What follows belongs to an exercise in optimizing a design on an open flow for small area and a short achievable clock period; a production flow would make more cautious choices. Function was not checked in any run shown here: the RTL went through the layout flow alone. Power is estimated from default activity; no workload was simulated.

`config.mk`:
```
export PLATFORM = sky130hd
export DESIGN_NAME = robotSensorTop
export DESIGN_NICKNAME = robotSensorTop
export VERILOG_FILES = /design/flow/design.v
export SDC_FILE = /design/flow/constraint.sdc
export NUM_CORES = 4
export LEC_CHECK = 0
export CAP_MARGIN = 20
export CORE_MARGIN = 2
export CORE_UTILIZATION = 40
export SLEW_MARGIN = 20
```
`constraint.sdc`:
```
create_clock -name core_clock -period 4.0 [get_ports {clk}]
set_input_delay 0.8000 -clock core_clock [delete_from_list [all_inputs] [get_ports {clk}]]
set_output_delay 0.8000 -clock core_clock [all_outputs]
set_load 0.01 [all_outputs]
```
`design.v`:
```
package robotSensorPkg;
	typedef struct packed {
		logic towerTurn;	 
		logic reserved;
		logic startIn;
		logic [5-1:0] limitSwitch;
		logic [1:0] odoDir;	 
		logic gripperDir;
		logic [1:0] rakeDir;	 
		logic [1:0] propDir;	 
		logic boardId;
	} statusWord_t;
	typedef union packed {
		logic [16-1:0] raw;
		statusWord_t status;
	} regWord_t;
	typedef enum logic [1:0] {
		beaconIdle,
		beaconReceiving,
		beaconGap	 
	} beaconState_t;
endpackage
`timescale 1ns/1ns
module encoderChannel #(
	parameter bit invertDir = 1'b0	 
) (
	input  logic clk,
	input  logic reset,
	input  logic encA,
	input  logic encB,
	input  logic clearCounts,
	output logic [16-1:0] countA,
	output logic [16-1:0] countB,
	output logic dirPositive
);
	logic [1:0] syncA;	 
	logic [1:0] syncB;
	logic prevA;
	logic prevB;
	logic riseA;
	logic riseB;
	always_ff @(posedge clk, posedge reset) begin
		if (reset) begin
			syncA <= '0;
			syncB <= '0;
			prevA <= 1'b0;
			prevB <= 1'b0;
		end else begin
			syncA <= {syncA[0], encA};
			syncB <= {syncB[0], encB};
			prevA <= syncA[1];
			prevB <= syncB[1];
		end
	end
	assign riseA = syncA[1] & ~prevA;
	assign riseB = syncB[1] & ~prevB;
	always_ff @(posedge clk, posedge reset) begin
		if (reset) begin
			countA <= '0;
			countB <= '0;
		end else if (clearCounts) begin
			countA <= 16'(riseA);
			countB <= 16'(riseB);
		end else begin
			countA <= countA + 16'(riseA);
			countB <= countB + 16'(riseB);
		end
	end
	always_ff @(posedge clk, posedge reset) begin
		if (reset) begin
			dirPositive <= 1'b0;
		end else if (riseA) begin
			dirPositive <= syncB[1] ^ invertDir;
		end
	end
endmodule
`timescale 1ns/1ns
module speedSampler #(
	parameter int unsigned windowCycles = 500000
) (
	input  logic clk,
	input  logic reset,
	input  logic [7-1:0][16-1:0] countA,
	input  logic [7-1:0][16-1:0] countB,
	input  logic towerTick,
	output logic clearCounts,
	output logic [7-1:0][16-1:0] axisSpeed,
	output logic [16-1:0] towerSpeed
);
	localparam int winWidth = (windowCycles > 1) ? $clog2(windowCycles) : 1;
	logic [winWidth-1:0] winCount;
	logic windowEnd;
	logic [16-1:0] towerCount;
	logic [7-1:0][16:0] pairSum;	 
	assign windowEnd = (winCount == winWidth'(windowCycles - 1));
	assign clearCounts = windowEnd;	 
	always_ff @(posedge clk, posedge reset) begin
		if (reset) begin
			winCount <= '0;
		end else if (windowEnd) begin
			winCount <= '0;
		end else begin
			winCount <= winCount + 1'b1;
		end
	end
	always_ff @(posedge clk, posedge reset) begin
		if (reset) begin
			towerCount <= '0;
		end else if (windowEnd) begin
			towerCount <= 16'(towerTick);
		end else begin
			towerCount <= towerCount + 16'(towerTick);
		end
	end
	always_comb begin
		for (int i = 0; i < 7; i++) begin
			pairSum[i] = {1'b0, countA[i]} + {1'b0, countB[i]};
		end
	end
	always_ff @(posedge clk, posedge reset) begin
		if (reset) begin
			axisSpeed <= '0;
			towerSpeed <= '0;
		end else if (windowEnd) begin
			for (int i = 0; i < 7; i++) begin
				axisSpeed[i] <= pairSum[i][16:1];
			end
			towerSpeed <= towerCount;
		end
	end
endmodule
`timescale 1ns/1ns
module beaconDecoder #(
	parameter int unsigned glitchTicks = 20
) (
	input  logic clk,
	input  logic reset,
	input  logic towerA,
	input  logic laserSync,
	input  logic laserSign,
	output logic towerTick,
	output logic towerTurn,
	output logic [16-1:0] beaconStart,
	output logic [16-1:0] beaconEnd
);
	localparam int tickWidth = (glitchTicks > 0) ? $clog2(glitchTicks + 1) : 1;
	logic [1:0] syncTower;
	logic [1:0] syncPulse;
	logic [1:0] syncSign;
	logic towerPrev;
	logic pulsePrev;
	logic turnEdge;	 
	logic signHigh;
	logic [16-1:0] angle;
	robotSensorPkg::beaconState_t state;
	logic [tickWidth-1:0] gapTicks;
	logic [16-1:0] pendingStart;
	logic [16-1:0] pendingEnd;
	logic captureStart;
	logic captureEnd;
	logic holdExpired;
	always_ff @(posedge clk, posedge reset) begin
		if (reset) begin
			syncTower <= '0;
			syncPulse <= '0;
			syncSign <= '0;
			towerPrev <= 1'b0;
			pulsePrev <= 1'b0;
		end else begin
			syncTower <= {syncTower[0], towerA};
			syncPulse <= {syncPulse[0], laserSync};
			syncSign <= {syncSign[0], laserSign};
			towerPrev <= syncTower[1];
			pulsePrev <= syncPulse[1];
		end
	end
	assign towerTick = syncTower[1] & ~towerPrev;
	assign turnEdge = syncPulse[1] & ~pulsePrev;
	assign signHigh = syncSign[1];
	always_ff @(posedge clk, posedge reset) begin
		if (reset) begin
			angle <= '0;
			towerTurn <= 1'b0;
		end else if (turnEdge) begin
			angle <= '0;
			towerTurn <= ~towerTurn;
		end else begin
			angle <= angle + 16'(towerTick);
		end
	end
	assign captureStart = (state == robotSensorPkg::beaconIdle) & signHigh;
	assign captureEnd = (state == robotSensorPkg::beaconReceiving) & ~signHigh;
	assign holdExpired = (state == robotSensorPkg::beaconGap) & (gapTicks == tickWidth'(glitchTicks));
	always_ff @(posedge clk, posedge reset) begin
		if (reset) begin
			state <= robotSensorPkg::beaconIdle;
			gapTicks <= '0;
			beaconStart <= '0;
			beaconEnd <= '0;
		end else begin
			case (state)
				robotSensorPkg::beaconIdle: begin
					if (captureStart) begin
						state <= robotSensorPkg::beaconReceiving;
					end
				end
				robotSensorPkg::beaconReceiving: begin
					if (captureEnd) begin
						state <= robotSensorPkg::beaconGap;
						gapTicks <= '0;
					end
				end
				robotSensorPkg::beaconGap: begin
					if (holdExpired) begin
						state <= robotSensorPkg::beaconIdle;
						beaconStart <= pendingStart;
						beaconEnd <= pendingEnd;
					end else if (signHigh) begin
						state <= robotSensorPkg::beaconReceiving;	 
					end else if (towerTick) begin
						gapTicks <= gapTicks + 1'b1;
					end
				end
				default: state <= robotSensorPkg::beaconIdle;
			endcase
		end
	end
	always_ff @(posedge clk) begin
		if (captureStart) begin
			pendingStart <= angle;
		end
		if (captureEnd) begin
			pendingEnd <= angle;	 
		end
	end
endmodule
`timescale 1ns/1ns
module wbRegisterFile (
	input  logic clk,
	input  logic reset,
	input  logic wbCyc,
	input  logic wbStb,
	input  logic wbWe,
	input  logic [4-1:0] wbAdr,
	input  logic [16-1:0] wbDatIn,
	output robotSensorPkg::regWord_t wbDatOut,
	output logic wbAck,
	input  logic [7-1:0][16-1:0] axisSpeed,
	input  logic [7-1:0] axisDir,
	input  logic [16-1:0] towerSpeed,
	input  logic [16-1:0] beaconStart,
	input  logic [16-1:0] beaconEnd,
	input  logic towerTurn,
	input  logic [5-1:0] limitSwitch,
	input  logic startIn,
	input  logic boardId,
	input  logic [1:0] key,
	output logic [1:0] irqN
);
	localparam int syncWidth = 5 + 4;
	logic [syncWidth-1:0] syncStage;
	logic [syncWidth-1:0] syncOut;
	logic [5-1:0] switchSync;
	logic startSync;
	logic idSync;
	logic [1:0] keySync;
	logic [16-1:0] configReg;	 
	robotSensorPkg::regWord_t statusWord;
	robotSensorPkg::regWord_t readData;
	logic request;
	logic speedHit;
	logic [4-1:0] speedIdx;
	always_ff @(posedge clk, posedge reset) begin
		if (reset) begin
			syncStage <= '0;
			syncOut <= '0;
		end else begin
			syncStage <= {key, boardId, startIn, limitSwitch};
			syncOut <= syncStage;
		end
	end
	assign {keySync, idSync, startSync, switchSync} = syncOut;
	always_comb begin
		statusWord.status.towerTurn = towerTurn;
		statusWord.status.reserved = 1'b0;
		statusWord.status.startIn = startSync;
		statusWord.status.limitSwitch = switchSync;
		statusWord.status.odoDir = {axisDir[3], axisDir[2]};
		statusWord.status.gripperDir = axisDir[4];
		statusWord.status.rakeDir = {axisDir[6], axisDir[5]};
		statusWord.status.propDir = {axisDir[1], axisDir[0]};
		statusWord.status.boardId = idSync;
	end
	assign request = wbCyc & wbStb & ~wbAck;	 
	assign speedHit = (wbAdr >= 1) && (wbAdr < 1 + 7);
	assign speedIdx = wbAdr - 4'(1);
	always_comb begin
		readData.raw = '0;	 
		case (wbAdr)
			0: readData.raw = statusWord.raw;
			8: readData.raw = towerSpeed;
			9: readData.raw = beaconStart;
			10: readData.raw = beaconEnd;
			11: readData.raw = configReg;
			default: begin
				if (speedHit) begin
					readData.raw = axisSpeed[speedIdx];
				end
			end
		endcase
	end
	always_ff @(posedge clk, posedge reset) begin
		if (reset) begin
			wbAck <= 1'b0;
			configReg <= '0;
		end else begin
			wbAck <= request;
			if (request && wbWe && (wbAdr == 4'(11))) begin
				configReg <= wbDatIn;	 
			end
		end
	end
	always_ff @(posedge clk) begin
		if (request) begin
			wbDatOut <= readData;
		end
	end
	assign irqN = keySync | ~configReg[1:0];
endmodule
`timescale 1ns/1ns
module robotSensorTop #(
	parameter int unsigned windowCycles = 500000,
	parameter int unsigned glitchTicks = 20
) (
	input  logic clk,
	input  logic reset,
	input  logic [7-1:0] encA,
	input  logic [7-1:0] encB,
	input  logic towerA,
	input  logic laserSync,
	input  logic laserSign,
	input  logic [5-1:0] limitSwitch,
	input  logic startIn,
	input  logic boardId,
	input  logic [1:0] key,
	input  logic wbCyc,
	input  logic wbStb,
	input  logic wbWe,
	input  logic [4-1:0] wbAdr,
	input  logic [16-1:0] wbDatIn,
	output logic [16-1:0] wbDatOut,
	output logic wbAck,
	output logic [1:0] irqN
);
	localparam logic [7-1:0] invertMask = 7'b0000110;
	logic [7-1:0][16-1:0] countA;
	logic [7-1:0][16-1:0] countB;
	logic [7-1:0][16-1:0] axisSpeed;
	logic [7-1:0] axisDir;
	logic clearCounts;
	logic towerTick;
	logic towerTurn;
	logic [16-1:0] towerSpeed;
	logic [16-1:0] beaconStart;
	logic [16-1:0] beaconEnd;
	robotSensorPkg::regWord_t datOutWord;
	assign wbDatOut = datOutWord.raw;
	for (genvar g = 0; g < 7; g++) begin : genAxis
		encoderChannel #(.invertDir(invertMask[g])) i_encoder (
			.clk(clk),
			.reset(reset),
			.encA(encA[g]),
			.encB(encB[g]),
			.clearCounts(clearCounts),
			.countA(countA[g]),
			.countB(countB[g]),
			.dirPositive(axisDir[g])
		);
	end
	speedSampler #(.windowCycles(windowCycles)) i_speedSampler (
		.clk(clk),
		.reset(reset),
		.countA(countA),
		.countB(countB),
		.towerTick(towerTick),
		.clearCounts(clearCounts),
		.axisSpeed(axisSpeed),
		.towerSpeed(towerSpeed)
	);
	beaconDecoder #(.glitchTicks(glitchTicks)) i_beaconDecoder (
		.clk(clk),
		.reset(reset),
		.towerA(towerA),
		.laserSync(laserSync),
		.laserSign(laserSign),
		.towerTick(towerTick),
		.towerTurn(towerTurn),
		.beaconStart(beaconStart),
		.beaconEnd(beaconEnd)
	);
	wbRegisterFile i_registerFile (
		.clk(clk),
		.reset(reset),
		.wbCyc(wbCyc),
		.wbStb(wbStb),
		.wbWe(wbWe),
		.wbAdr(wbAdr),
		.wbDatIn(wbDatIn),
		.wbDatOut(datOutWord),
		.wbAck(wbAck),
		.axisSpeed(axisSpeed),
		.axisDir(axisDir),
		.towerSpeed(towerSpeed),
		.beaconStart(beaconStart),
		.beaconEnd(beaconEnd),
		.towerTurn(towerTurn),
		.limitSwitch(limitSwitch),
		.startIn(startIn),
		.boardId(boardId),
		.key(key),
		.irqN(irqN)
	);
endmodule
```
`run.sh`:
```
#!/bin/bash
# synth_recipe.tcl (not shown) runs the flow's synth.tcl, then flattens the netlist and writes it again
# the make line also repeats each setting of config.mk as NAME=value (left out here)
make -C /OpenROAD-flow-scripts/flow DESIGN_CONFIG=/design/flow/config.mk WORK_HOME=/design/flow/orfs CLKGATE_MAP_FILE= SYNTH_SCRIPT=/design/flow/synth_recipe.tcl finish
```
==> summary.md, run 1 <==
| Metric | Value |
|---|---|
| Status | `finished clean` |
| Port Buf Inserts | `69` |
| Largest net degree at the start of global routing | `123` |
| Final Skew | `0.0443 ns` |
| WP data required | `roughly 4.4 ns` |
| RSZ-0062 raised after global routing | `false` |
| Adder-Cell Fraction of Synth Area | `under 10%` |
| Post-Synth Simple-Gate Area | `15.9%` |
| Row count | `around 100` |
| # setup viols final | `0` |
| Critical Path AT | `3.52 ns` |
| Utilization after layout | `46.3%` |
| Post-Syn Nets | `2958` |
| Layout area overhead | `14.5%` |
| Final #Nets | `just over 3k` |
| Wirelength per Cell | `roughly 18 µm` |
| IO Count | `70` |
| Post-synth EDFFs | `48` |
| Critical Path Start | `wbAdr[0]` |
| Register-to-register setup slack | `approximately 1.1 ns` |
| First-pass GRT wire length | `~110 mm` |
| Most common cell in the netlist | `dfrtp_1` |
| Post-synth ARST share | `91.8%` |
| Worst hold path stage count | `0` |
| Hold endpoint | `genAxis[0].i_encoder.syncB[1]` |
| Synth cell types | `76` |
| Via count | `20.4k` |
| Post-CTS sizing | `0` |
| Achievable Freq | `325 MHz` |
| Sequential area share after synthesis | `between 50 and 60%` |
| Cell count after synthesis | `2751` |
| Postcts setup bufs | `0` |
| Pwr dens | `495 nW/µm²` |
| Clk latency of the worst-skew pair | `0.62 ns` |
| Max Cap Viol | `0` |
| DRT Wirelength | `71.1 mm` |
| Crit share post-route | `roughly three quarters` |
| Final hold violations | `0` |
| Setup TNS Final | `0 ns` |
| Maximum VDD drop | `about 0.29 mV` |
| Horiz. Die Dim | `273 µm` |
| Core area | `71500 µm²` |
| CTS clk-pin slew, worst paths | `0.06 ns` |
| Number of remaining DRC errors | `0` |
| Synth Area in XOR/XNOR | `under 10%` |
| Top-area cell type share of the netlist area | `around 46%` |
| Inserted Clock Buffers | `69` |
| Starting density of the core | `40.4%` |
| Startpoint types | `input port` |
| Fin crit period | `3.08 ns` |
| Worst-Margin Slew | `1.06 ns` |
| Worst path cell trace | `clkdlybuf4s50_1 -> inv_2 -> ha_1 -> xor2_4 -> nor2_1 -> a21oi_1 -> nor2_1 -> a21oi_1 -> o211ai_1` |
| Sink Count | `583` |
| Post-synthesis compound-gate area fraction | `around a tenth` |
| All-Layer GR Usage | `19.4%` |
| Crit path max fanout | `16` |
| Fraction of layout instances using a drive strength above 1 | `9.07%` |
| Yosys warns | `5` |
| Area of the multi-input gates | `~13000 µm²` |
| Synthesized flop and latch total | `583` |
| Area contributors post-synth | `dfrtp_1 46%, ha_1 6.5%, xor2_1 6.1%` |
| Htree depth | `3` |
| Static leakage | `15.2 nW` |
| Mapped Avg Cell Area | `10.5 µm²` |
| CP Class | `input port to flop` |
| CTS max path bufs | `3` |
| Hpwl dp | `52.1 mm` |
| Grt ovf | `0` |
| R2r startpoint | `genAxis[3].i_encoder.countA[0]` |
| CP peak stage delay | `just over 0.8 ns` |
| Placer Congestion | `0.917` |
| Post-synth top flop | `dfrtp_1` |
| CP endpoint kind | `flop` |
| Worst R2R Path Depth | `10` |
| Worst slew margin | `29.3%` |
| Area leader, netlist | `dfrtp_1` |
| TritonCTS clock tree | `yes` |
| Antenna diodes | `0` |
| R2R Path End | `i_speedSampler.axisSpeed[61]` |
| Pins over their slew limit | `0` |
| Buffers and inverters on the worst path | `2` |
| Post-synthesis mux area share | `4.22%` |
| Worst Slack Setup Final | `a little over 0.9 ns` |
| FF/Latch Area | `14800 µm²` |
| Routed Antenna Nets | `0` |
| Die Area | `74300 µm²` |
| Via density | `5.29` |
| CP delay by family, top | `simple AND/OR/NAND/NOR gates` |
| 1st-iter DRT viols | `1556` |
| Largest family of logic cells by synthesized area | `simple AND/OR/NAND/NOR gates` |
| Worst slack, placed | `around 0.38 ns` |
| Netlist Area Pre-Place | `28900 µm²` |
| Most frequent cells after synthesis | `535 x dfrtp_1, 321 x nand2_1, 318 x nor2_1` |
| Hold Startpoint | `genAxis[0].i_encoder.syncB[0]` |
| Slowest-stage cell, CP | `nor2_1` |
| Number of global-route vias before repair | `20.4k` |
| CTS Root Cell | `clkbuf_16` |
| Fillers | `between 6k and 7k` |
| Die Span Y | `273 µm` |
| Pre-antenna DRT Iters | `6` |
| Min-delay worst type | `flop to flop` |
| CTS hold repair buffers | `0` |
| Initial antenna violation count | `0` |
report_power, final:
group	total [mW]	internal [mW]	leakage (nW)	switching [mW]
clock	6.36	3.81	1.15	2.56
sequential	7.21	6.54	7.60	0.671
combinational	2.79	1.28	6.47	1.52
total	16.4	11.6	15.2	4.74
flip-flops by register name, indices dropped and copies added, names as in the netlist, 9 cells and up:
register / count
genAxis.i_encoder.countA: 112
genAxis.i_encoder.countB: 112
genAxis.i_encoder.syncA: 14
genAxis.i_encoder.syncB: 14
i_beaconDecoder.angle: 16
i_beaconDecoder.beaconEnd: 16
i_beaconDecoder.beaconStart: 16
i_beaconDecoder.pendingEnd: 16
i_beaconDecoder.pendingStart: 16
i_registerFile.configReg: 16
i_registerFile.syncOut: 9
i_registerFile.syncStage: 9
i_registerFile.wbDatOut: 16
i_speedSampler.axisSpeed: 112
i_speedSampler.towerCount: 16
i_speedSampler.towerSpeed: 16
i_speedSampler.winCount: 19
logic make-up (layout without fill, tap and decap cells):
logic type,after synthesis,count (layout)
compound gates,471,471
xor+xnor,310,310
fa+ha+maj,156,156
buf+inv,131,281
flops,583,583
mux,94,94
simple gates,1006,1006
through the flow:
stage / area, µm² / power (mW) / hold slack, ns / cells
after floorplan: 28900 / 9.21 / 0.331 / 2751
after global placement: 30700 / 9.99 / 0.334 / 3725
after detailed placement: 30700 / 10.1 / 0.336 / 3725
after CTS: 33100 / 16.6 / 0.347 / 3851
after global routing: 33100 / 17.2 / 0.353 / 3851
final: 33100 / 16.4 / 0.346 / 3851
cell type report:
type / instances / area share [%]
sequential: 583 / 44.8
inverter: 43 / 0.499
tap: 950 / 3.59
clock inverter: 28 / 0.965
clock buffer: 98 / 6.10
timing repair buffer: 112 / 3.40
multi-input combinational: 2037 / 40.6
metal layers:
layer  routed length, µm  part of all wire (%)  GRT usage [%]
met5                   0                     0              0
met1               33500                    47           27.2
met4                1390                   1.9           5.38
met2               33100                    47           31.3
met3                3090                   4.3           2.78
worst max-delay path by stage:
| stage | endpoint | slack, ns | depth (start not counted) |
|---|---|---|---|
| 5_1_grt | i_registerFile.wbDatOut[11] | 0.78 | 9 |
| 6_report | i_registerFile.wbDatOut[10] | 0.92 | 9 |
| 3_5_place_dp | i_registerFile.wbDatOut[15] | 0.38 | 9 |
| 2_1_floorplan | genAxis[0].i_encoder.countA[0] | -4.07 | 1 |
| 4_1_cts | i_registerFile.wbDatOut[15] | 1.02 | 9 |
| 3_3_place_gp | i_registerFile.wbDatOut[15] | 0.42 | 9 |
layout by cell type, fill, tap and decap left out, types with 31 or more instances in the layout:
| cell type | instances |
|---|---|
| a21o_1 | 35 |
| a21oi_1 | 136 |
| and2_1 | 40 |
| and3_1 | 50 |
| buf_4 | 34 |
| clkbuf_16 | 70 |
| clkdlybuf4s50_1 | 69 |
| dfrtp_1 | 535 |
| edfxtp_1 | 48 |
| ha_1 | 149 |
| inv_1 | 41 |
| mux2_2 | 62 |
| nand2_1 | 321 |
| nand3_1 | 120 |
| nand4_1 | 44 |
| nor2_1 | 318 |
| nor2b_1 | 31 |
| o21ai_0 | 159 |
| xnor2_1 | 110 |
| xor2_1 | 199 |
==> run 2, diff against run 1 <==
--- a/config.mk
+++ b/config.mk
@@ -9,3 +9,4 @@
 export CORE_MARGIN = 2
 export CORE_UTILIZATION = 40
+export SETUP_SLACK_MARGIN = 1.5
 export SLEW_MARGIN = 20
==> run 2 against run 1 <==
First-iteration DRC count rose by 4.9%; combinational power rose by 16%; non-clock buffer count rose by 47; synthesized cell count did not move; area after synthesis did not move; still clean; cell count rose by 1.0%; register-to-register slack improved by 0.25 ns; largest cell class unchanged.
==> summary.md, run 2 <==
| Metric | Value |
|---|---|
| Status | `finished clean (unchanged)` |
| DRT Wirelength | `73.5 mm (was 71.1 mm)` |
| Static leakage | `15.6 nW (was 15.2 nW)` |
| Hold_ws | `0.347 ns (was 0.346 ns)` |
| Worst path cell trace | `and2_4 -> fa_2 -> a21o_1 -> a31o_2 -> a2111o_1 -> nor2b_4 -> and2_4 -> o21a_1 -> o31ai_4 -> o21ai_1 (was clkdlybuf4s50_1 -> inv_2 -> ha_1 -> xor2_4 -> nor2_1 -> a21oi_1 -> nor2_1 -> a21oi_1 -> o211ai_1)` |
| Final #Nets | `3098 (was 3053)` |
| RSZ-0062 raised after global routing | `true (was false)` |
| Hpwl dp | `52.9 mm (was 52.1 mm)` |
| Non-Filler Instances | `3891 (was 3851)` |
| Grt ovf | `0 (unchanged)` |
| Inserted Clock Buffers | `66 (was 69)` |
| Most frequent cells in the layout | `526 x dfrtp_1, 320 x nand2_1, 315 x nor2_1 (was 535 x dfrtp_1, 321 x nand2_1, 318 x nor2_1)` |
| Pwr dens | `494 nW/µm² (was 495 nW/µm²)` |
| Hold Startpoint | `genAxis[3].i_encoder.syncB[0] (was genAxis[0].i_encoder.syncB[0])` |
| Number of remaining DRC errors | `0 (unchanged)` |
| Sequential area share after synthesis | `51.4% (unchanged)` |
| Cell count after synthesis | `2751 (unchanged)` |
| Max Cap Viol | `0 (unchanged)` |
| Via density | `5.33 (was 5.29)` |
| Hold endpoint | `genAxis[3].i_encoder.syncB[1] (was genAxis[0].i_encoder.syncB[1])` |
| Initial antenna violation count | `5 (was 0)` |
| Synth cell types | `76 (unchanged)` |
| Placed insts | `3723 (was 3725)` |
| Fin crit period | `2.63 ns (was 3.08 ns)` |
| Worst slack, placed | `0.446 ns (was 0.376 ns)` |
| Via count | `20.7k (was 20.4k)` |
| Post-synth ARST share | `91.8% (unchanged)` |
| Layout area overhead | `17.7% (was 14.5%)` |
| Fraction of layout instances using a drive strength above 1 | `13.1% (was 9.07%)` |
| First-pass GRT wire length | `117 mm (was 115 mm)` |
| Commonest non-fill, non-tap cell in the layout | `dfrtp_1 (unchanged)` |
| Die Span Y | `273 µm (unchanged)` |
| Mapped Avg Cell Area | `10.5 µm² (unchanged)` |
| Netlist Area Pre-Place | `28900 µm² (unchanged)` |
| R2r startpoint | `genAxis[3].i_encoder.countA[0] (unchanged)` |
| WP data required | `4.48 ns (was 4.44 ns)` |
| Area contributors post-synth | `dfrtp_1 46%, ha_1 6.5%, xor2_1 6.1% (unchanged)` |
| Clk latency of the worst-skew pair | `0.62 ns (about the same)` |
| Achievable Freq | `381 MHz (was 325 MHz)` |
| # setup viols final | `0 (unchanged)` |
| Htree depth | `3 (unchanged)` |
| Placer Congestion | `0.885 (was 0.917)` |
| Top-area cell type share of the netlist area | `46.4% (unchanged)` |
| Yosys warns | `5 (unchanged)` |
| IO Count | `70 (unchanged)` |
| Worst slew margin | `25.0% (was 29.3%)` |
| Area after DPL | `30800 µm² (was 30700 µm²)` |
| Utilization after layout | `47.5% (was 46.3%)` |
| R2R Path End | `i_speedSampler.axisSpeed[57] (was i_speedSampler.axisSpeed[61])` |
| CTS Root Cell | `clkbuf_16 (unchanged)` |
| TritonCTS clock tree | `yes (unchanged)` |
| CP endpoint kind | `flop (unchanged)` |
| Most frequent cells after synthesis | `535 x dfrtp_1, 321 x nand2_1, 318 x nor2_1 (unchanged)` |
| CTS hold repair buffers | `0 (unchanged)` |
| Row count | `98 (unchanged)` |
| Antenna diodes | `0 (unchanged)` |
| Post-synth EDFFs | `48 (unchanged)` |
| Routed Antenna Nets | `0 (unchanged)` |
| Worst hold path stage count | `0 (unchanged)` |
| Sink Count | `583 (unchanged)` |
| Design area | `34000 µm² (was 33100 µm²)` |
| Horiz. Die Dim | `273 µm (unchanged)` |
| Worst-Margin Slew | `1.12 ns (was 1.06 ns)` |
| Startpoint types | `flop (was input port)` |
| Synthesized flop and latch total | `583 (unchanged)` |
| Register-to-register setup slack | `1.37 ns (was 1.12 ns)` |
| Fillers | `6502 (was 6563)` |
| CP Class | `flop to flop (was input port to flop)` |
| All-Layer GR Usage | `19.9% (was 19.4%)` |
| Maximum VDD drop | `0.375 mV (was 0.294 mV)` |
| Area leader, netlist | `dfrtp_1 (unchanged)` |
| Post-Syn Nets | `2958 (unchanged)` |
| Core area | `71500 µm² (unchanged)` |
| CTS max path bufs | `3 (unchanged)` |
| Final Skew | `0.0273 ns (was 0.0443 ns)` |
| Wirelength per Cell | `18.9 µm (was 18.5 µm)` |
| Crit share post-route | `65.7% (was 77.0%)` |
| Largest net degree at the start of global routing | `91 (was 123)` |
| Biggest regs | `genAxis.i_encoder.countA x112, genAxis.i_encoder.countB x112, i_speedSampler.axisSpeed x112 (unchanged)` |
| Slowest-stage cell, CP | `a2111o_1 (was nor2_1)` |
| Tot Pwr | `16.8 mW (was 16.4 mW)` |
| Critical Path AT | `3.11 ns (was 3.52 ns)` |
| Setup TNS Final | `0 ns (unchanged)` |
| Crit path max fanout | `3 (was 16)` |
| Pins over their slew limit | `0 (unchanged)` |
| Crit path top cell by count | `and2_4` |
| Final hold violations | `0 (unchanged)` |
| Worst R2R Path Depth | `10 (unchanged)` |
| Critical Path Start | `genAxis[3].i_encoder.countA[0] (was wbAdr[0])` |
| Die Area | `74300 µm² (unchanged)` |
| Port Buf Inserts | `69 (unchanged)` |
| Starting density of the core | `40.4% (unchanged)` |
| 1st-iter DRT viols | `1632 (was 1556)` |
| Post-synth top flop | `dfrtp_1 (unchanged)` |
| Number of global-route vias before repair | `20.8k (was 20.4k)` |
| Min-delay worst type | `flop to flop (unchanged)` |
| Pre-antenna DRT Iters | `5 (was 6)` |
| CP peak stage delay | `0.42 ns (was 0.82 ns)` |
| CTS clk-pin slew, worst paths | `0.06 ns (about the same)` |
| Most common cell in the netlist | `dfrtp_1 (unchanged)` |
| Worst Slack Setup Final | `1.37 ns (was 0.921 ns)` |
## run 2: layout make-up
class / count / area, µm² / share of cell area [%]
sequential: 583 / 14800 / 43.7
multi-input combinational: 2038 / 13900 / 40.9
clock buffer: 92 / 1830 / 5.38
timing repair buffer: 159 / 1610 / 4.75
tap: 950 / 1190 / 3.50
clock inverter: 26 / 424 / 1.25
inverter: 43 / 181 / 0.534
## run 2: critical path, delay by kind of cell (launching register included)
kind | cells | cell delay, ns
DFF | 1 | 0.41
AOI/OAI and AO/OA | 6 | 1.31
adders and majority gates | 1 | 0.33
and+or+nand+nor | 3 | 0.47
## run 2: per-layer routing
metal / vias to the layer above / global-route usage [%] / routed length [µm]
met1: 10300 / 27.4 / 33200
met5: - / 0 / 14
met4: 2 / 6.03 / 2130
li1: 9847 / - / -
met3: 106 / 3.46 / 3790
met2: 456 / 32.1 / 34400
## run 2: worst max path at each step
stage                                     endpoint  cells past startpoint
detailed placement      i_registerFile.wbDatOut[7]                      9
floorplan           genAxis[0].i_encoder.countA[0]                      1
global placement       i_registerFile.wbDatOut[15]                      9
finish                i_speedSampler.axisSpeed[57]                     10
global route          i_speedSampler.axisSpeed[57]                     10
CTS                   i_speedSampler.axisSpeed[57]                     10
## run 2: cell families (layout without fill, tap and decap cells)
group / after synthesis / in the layout / share of synthesized area (%)
simple gates: 1006 / 1007 / 15.9
flops: 583 / 583 / 51.4
compound gates: 471 / 471 / 9.97
xor+xnor: 310 / 310 / 9.40
fa+ha+maj: 156 / 156 / 6.94
buf+inv: 131 / 320 / 2.23
mux: 94 / 94 / 4.22
## run 2: timing repair
item,CTS,global route
gates cloned,2,1
setup endpoints to repair,207,217
buffers inserted,28,19
pin swaps,22,39
resized for setup,54,68
## run 2: report_power, final
part,switching (mW),internal (mW),total [mW]
combinational,1.69,1.56,3.24
clock,2.54,3.76,6.30
sequential,0.680,6.55,7.23
total,4.90,11.9,16.8
==> run 3, diff against run 2 <==
--- a/config.mk
+++ b/config.mk
@@ -6,4 +6,5 @@
 export NUM_CORES = 4
 export LEC_CHECK = 0
+export ABC_CLOCK_PERIOD_IN_PS = 2000
 export CAP_MARGIN = 20
 export CORE_MARGIN = 2
==> run 3 against run 2 <==
Via count unchanged; global-route usage did not move; register-to-register slack about the same; largest power group unchanged; still clean; sequential power is essentially flat; die area unchanged; clock power hardly changed; cell count did not move; first-iteration DRC count is the same; clock-buffer cell count unchanged; non-clock buffer count stayed put; flip-flop and latch count unchanged; largest cell class unchanged; routed wire length unchanged.
==> summary.md, run 3 <==
| Metric | Value |
|---|---|
| Pwr dens | `494 nW/µm² (unchanged)` |
| Area of the multi-input gates | `13900 µm² (unchanged)` |
| DRT Wirelength | `73.5 mm (unchanged)` |
| Psw | `4.90 mW (unchanged)` |
| Hpwl dp | `52.9 mm (unchanged)` |
| Setup TNS Final | `0 ns (unchanged)` |
| Placer Congestion | `0.885 (unchanged)` |
| Pre-antenna DRT Iters | `5 (unchanged)` |
| Fillers | `6502 (unchanged)` |
| Die Area | `74300 µm² (unchanged)` |
| Crit share post-route | `65.7% (unchanged)` |
| Via density | `5.33 (unchanged)` |
| Final hold violations | `0 (unchanged)` |
| CP peak stage delay | `0.42 ns (about the same)` |
| Worst path cell trace | `and2_4 -> fa_2 -> a21o_1 -> a31o_2 -> a2111o_1 -> nor2b_4 -> and2_4 -> o21a_1 -> o31ai_4 -> o21ai_1 (unchanged)` |
| Routed Antenna Nets | `0 (unchanged)` |
| Port Buf Inserts | `69 (unchanged)` |
| Tot Pwr | `16.8 mW (unchanged)` |
| Crit path top cell by count | `and2_4 (unchanged)` |
| IO Count | `70 (unchanged)` |
| Static leakage | `15.6 nW (unchanged)` |
| Most frequent cells in the layout | `526 x dfrtp_1, 320 x nand2_1, 315 x nor2_1 (unchanged)` |
| Number of global-route vias before repair | `20.8k (unchanged)` |
| Pins over their slew limit | `0 (unchanged)` |
| CP Class | `flop to flop (unchanged)` |
| All-Layer GR Usage | `19.9% (unchanged)` |
| Placed insts | `3723 (unchanged)` |
| CTS Root Cell | `clkbuf_16 (unchanged)` |
| Fin crit period | `2.63 ns (unchanged)` |
| Yosys warns | `5 (unchanged)` |
| Max Cap Viol | `0 (unchanged)` |
| Mapped Avg Cell Area | `10.5 µm² (unchanged)` |
| Crit path max fanout | `3 (unchanged)` |
| Post-synth EDFFs | `48 (unchanged)` |
| Row count | `98 (unchanged)` |
| Worst Slack Setup Final | `1.37 ns (unchanged)` |
| Min-delay worst type | `flop to flop (unchanged)` |
| Die Span Y | `273 µm (unchanged)` |
| CTS max path bufs | `3 (unchanged)` |
| Netlist Area Pre-Place | `28900 µm² (unchanged)` |
| Worst-Margin Slew | `1.12 ns (unchanged)` |
| Synthesized flop and latch total | `583 (unchanged)` |
| Area leader, netlist | `dfrtp_1 (unchanged)` |
| 1st-iter DRT viols | `1632 (unchanged)` |
| Inserted Clock Buffers | `66 (unchanged)` |
| Sequential area share after synthesis | `51.4% (unchanged)` |
| CTS clk-pin slew, worst paths | `0.06 ns (about the same)` |
| Worst slew margin | `25.0% (unchanged)` |
| Non-Filler Instances | `3891 (unchanged)` |
| Wirelength per Cell | `18.9 µm (unchanged)` |
| Maximum VDD drop | `0.375 mV (unchanged)` |
| Core area | `71500 µm² (unchanged)` |
| Initial antenna violation count | `5 (unchanged)` |
| FF/Latch Area | `14800 µm² (unchanged)` |
| Worst slack, placed | `0.446 ns (unchanged)` |
| Synth cell types | `76 (unchanged)` |
| Via count | `20.7k (unchanged)` |
| Final Skew | `0.0273 ns (unchanged)` |
| Slowest-stage cell, CP | `a2111o_1 (unchanged)` |
| Design area | `34000 µm² (unchanged)` |
| Critical Path AT | `3.11 ns (about the same)` |
| Clk network pwr share | `37.6% (about the same)` |
| WP data required | `4.48 ns (about the same)` |
| Post-Syn Nets | `2958 (unchanged)` |
| Antenna diodes | `0 (unchanged)` |
| Number of remaining DRC errors | `0 (unchanged)` |
| # setup viols final | `0 (unchanged)` |
| Grt ovf | `0 (unchanged)` |
| Largest net degree at the start of global routing | `91 (unchanged)` |
| Achievable Freq | `381 MHz (unchanged)` |
| Post-synth top flop | `dfrtp_1 (unchanged)` |
| Startpoint types | `flop (unchanged)` |
| Starting density of the core | `40.4% (unchanged)` |
| Sw frac | `29.2% (unchanged)` |
| CP endpoint kind | `flop (unchanged)` |
| Biggest regs | `genAxis.i_encoder.countA x112, genAxis.i_encoder.countB x112, i_speedSampler.axisSpeed x112 (unchanged)` |
| Status | `finished clean (unchanged)` |
| Comb power frac | `19.3% (about the same)` |
| Area contributors post-synth | `dfrtp_1 46%, ha_1 6.5%, xor2_1 6.1% (unchanged)` |
| Register share of total power | `43.1% (about the same)` |
| Hold_ws | `0.347 ns (unchanged)` |
| Utilization after layout | `47.5% (unchanged)` |
| Buffers and inverters on the worst path | `0 (unchanged)` |
| Cell count after synthesis | `2751 (unchanged)` |
| CTS hold repair buffers | `0 (unchanged)` |
| Final #Nets | `3098 (unchanged)` |
| Fraction of layout instances using a drive strength above 1 | `13.1% (unchanged)` |
| Commonest non-fill, non-tap cell in the layout | `dfrtp_1 (unchanged)` |
| RSZ-0062 raised after global routing | `true (unchanged)` |
| CP delay by family, top | `compound AO/OA/AOI/OAI gates (unchanged)` |
| P_int | `11.9 mW (unchanged)` |
| First-pass GRT wire length | `117 mm (unchanged)` |
| Top-area cell type share of the netlist area | `46.4% (unchanged)` |
| Most frequent cells after synthesis | `535 x dfrtp_1, 321 x nand2_1, 318 x nor2_1 (unchanged)` |
| Sink Count | `583 (unchanged)` |
| Layout area overhead | `17.7% (unchanged)` |
| Post-synth ARST share | `91.8% (unchanged)` |
| Area after DPL | `30800 µm² (unchanged)` |
| Most common cell in the netlist | `dfrtp_1 (unchanged)` |
| TritonCTS clock tree | `yes (unchanged)` |
| Clk latency of the worst-skew pair | `0.62 ns (about the same)` |
| Htree depth | `3 (unchanged)` |
| Horiz. Die Dim | `273 µm (unchanged)` |
run 3: power by group through the flow:
stage	sequential (mW)	clock (mW)	combinational (mW)
global route	7.30	6.68	3.65
floorplan	7.08	0	2.14
finish	7.23	6.30	3.24
global placement	7.28	0	2.73
detailed placement	7.31	0	2.83
CTS	7.21	6.45	3.02
run 3: worst paths after layout:
check | cells past startpoint | startpoint | slack, ns | endpoint
max in group asynchronous | 4 | reset | 2.50 | genAxis[5].i_encoder.countB[6]
worst min register to register | 0 | genAxis[3].i_encoder.syncB[0] | 0.35 | genAxis[3].i_encoder.syncB[1]
min in group asynchronous | 2 | reset | 0.59 | genAxis[3].i_encoder.countB[3]
worst max register to register | 10 | genAxis[3].i_encoder.countA[0] | 1.37 | i_speedSampler.axisSpeed[57]
worst max-delay path | 10 | genAxis[3].i_encoder.countA[0] | 1.37 | i_speedSampler.axisSpeed[57]
worst min-delay path | 0 | genAxis[3].i_encoder.syncB[0] | 0.35 | genAxis[3].i_encoder.syncB[1]
run 3: timing repair:
action / CTS / global route
pin swaps: 22 / 39
setup endpoints to repair: 207 / 217
buffers inserted: 28 / 19
resized for setup: 54 / 68
gates cloned: 2 / 1
endpoints found under the hold margin: 0 / 0
run 3: layout make-up:
class,instances,area share [%]
Multi-Input combinational cell,2038,40.9
Sequential cell,583,43.7
Clock inverter,26,1.25
Clock buffer,92,5.38
Tap cell,950,3.50
Timing Repair Buffer,159,4.75
Inverter,43,0.534
run 3: layer usage:
| metal | share of wire, % | GRT usage (%) |
|---|---|---|
| met5 | 0.019 | 0 |
| met4 | 2.9 | 6.03 |
| met3 | 5.1 | 3.46 |
| met2 | 47 | 32.1 |
| met1 | 45 | 27.4 |
run 3: kinds of logic after synthesis:
family / count (synthesis) / share of synthesized area, %
XOR/XNOR: 310 / 9.40
adder cells (fa/ha/maj): 156 / 6.94
flip-flops: 583 / 51.4
AND/OR/NAND/NOR: 1006 / 15.9
multiplexers: 94 / 4.22
buffers and inverters: 131 / 2.23
AO/OA/AOI/OAI: 471 / 9.97
run 3: worst reg2reg max path: stages, from the launching register on:
cell	delay, ns
dfrtp_1	0.41
and2_4	0.16
fa_2	0.33
a21o_1	0.18
a31o_2	0.21
a2111o_1	0.42
nor2b_4	0.16
and2_4	0.15
o21a_1	0.21
o31ai_4	0.21
o21ai_1	0.08

static timing again, ports no longer ideal:
No port has a modelled driver above. Below, the same layouts with a new extraction and two added sets of constraints.
Step 1: set_driving_cell puts a clkbuf_16 on clk and a buf_2 on each other input, an assumption about the parent block.
Step 2 moves the port delays by t, midway between the first and last clock arrival at a register: inputs arrive t later, outputs are due t later. That takes back most of the time a late clock gives input paths.
Slacks: ideal ports / drivers / drivers and shift; pairs: ideal ports / drivers.
| run | shift t [ns] | slack for setup (ns) | worst register clock-pin slew, ns | pins driven straight from the clock port |
|---|---|---|---|---|
| run 1 | 0.661 | 0.921 / 0.960 / 0.299 | 0.06 / 0.06 | 1 |
| run 2 | 0.670 | 1.373 / 1.373 / 0.964 | 0.06 / 0.06 | 1 |
| run 3 | 0.670 | 1.373 / 1.373 / 0.964 | 0.06 / 0.06 | 1 |
After both steps every run listed still meets setup and hold. For run 1, which loses most, drivers alone change the setup slack by +0.039 ns; drivers and shift together by -0.622 ns.
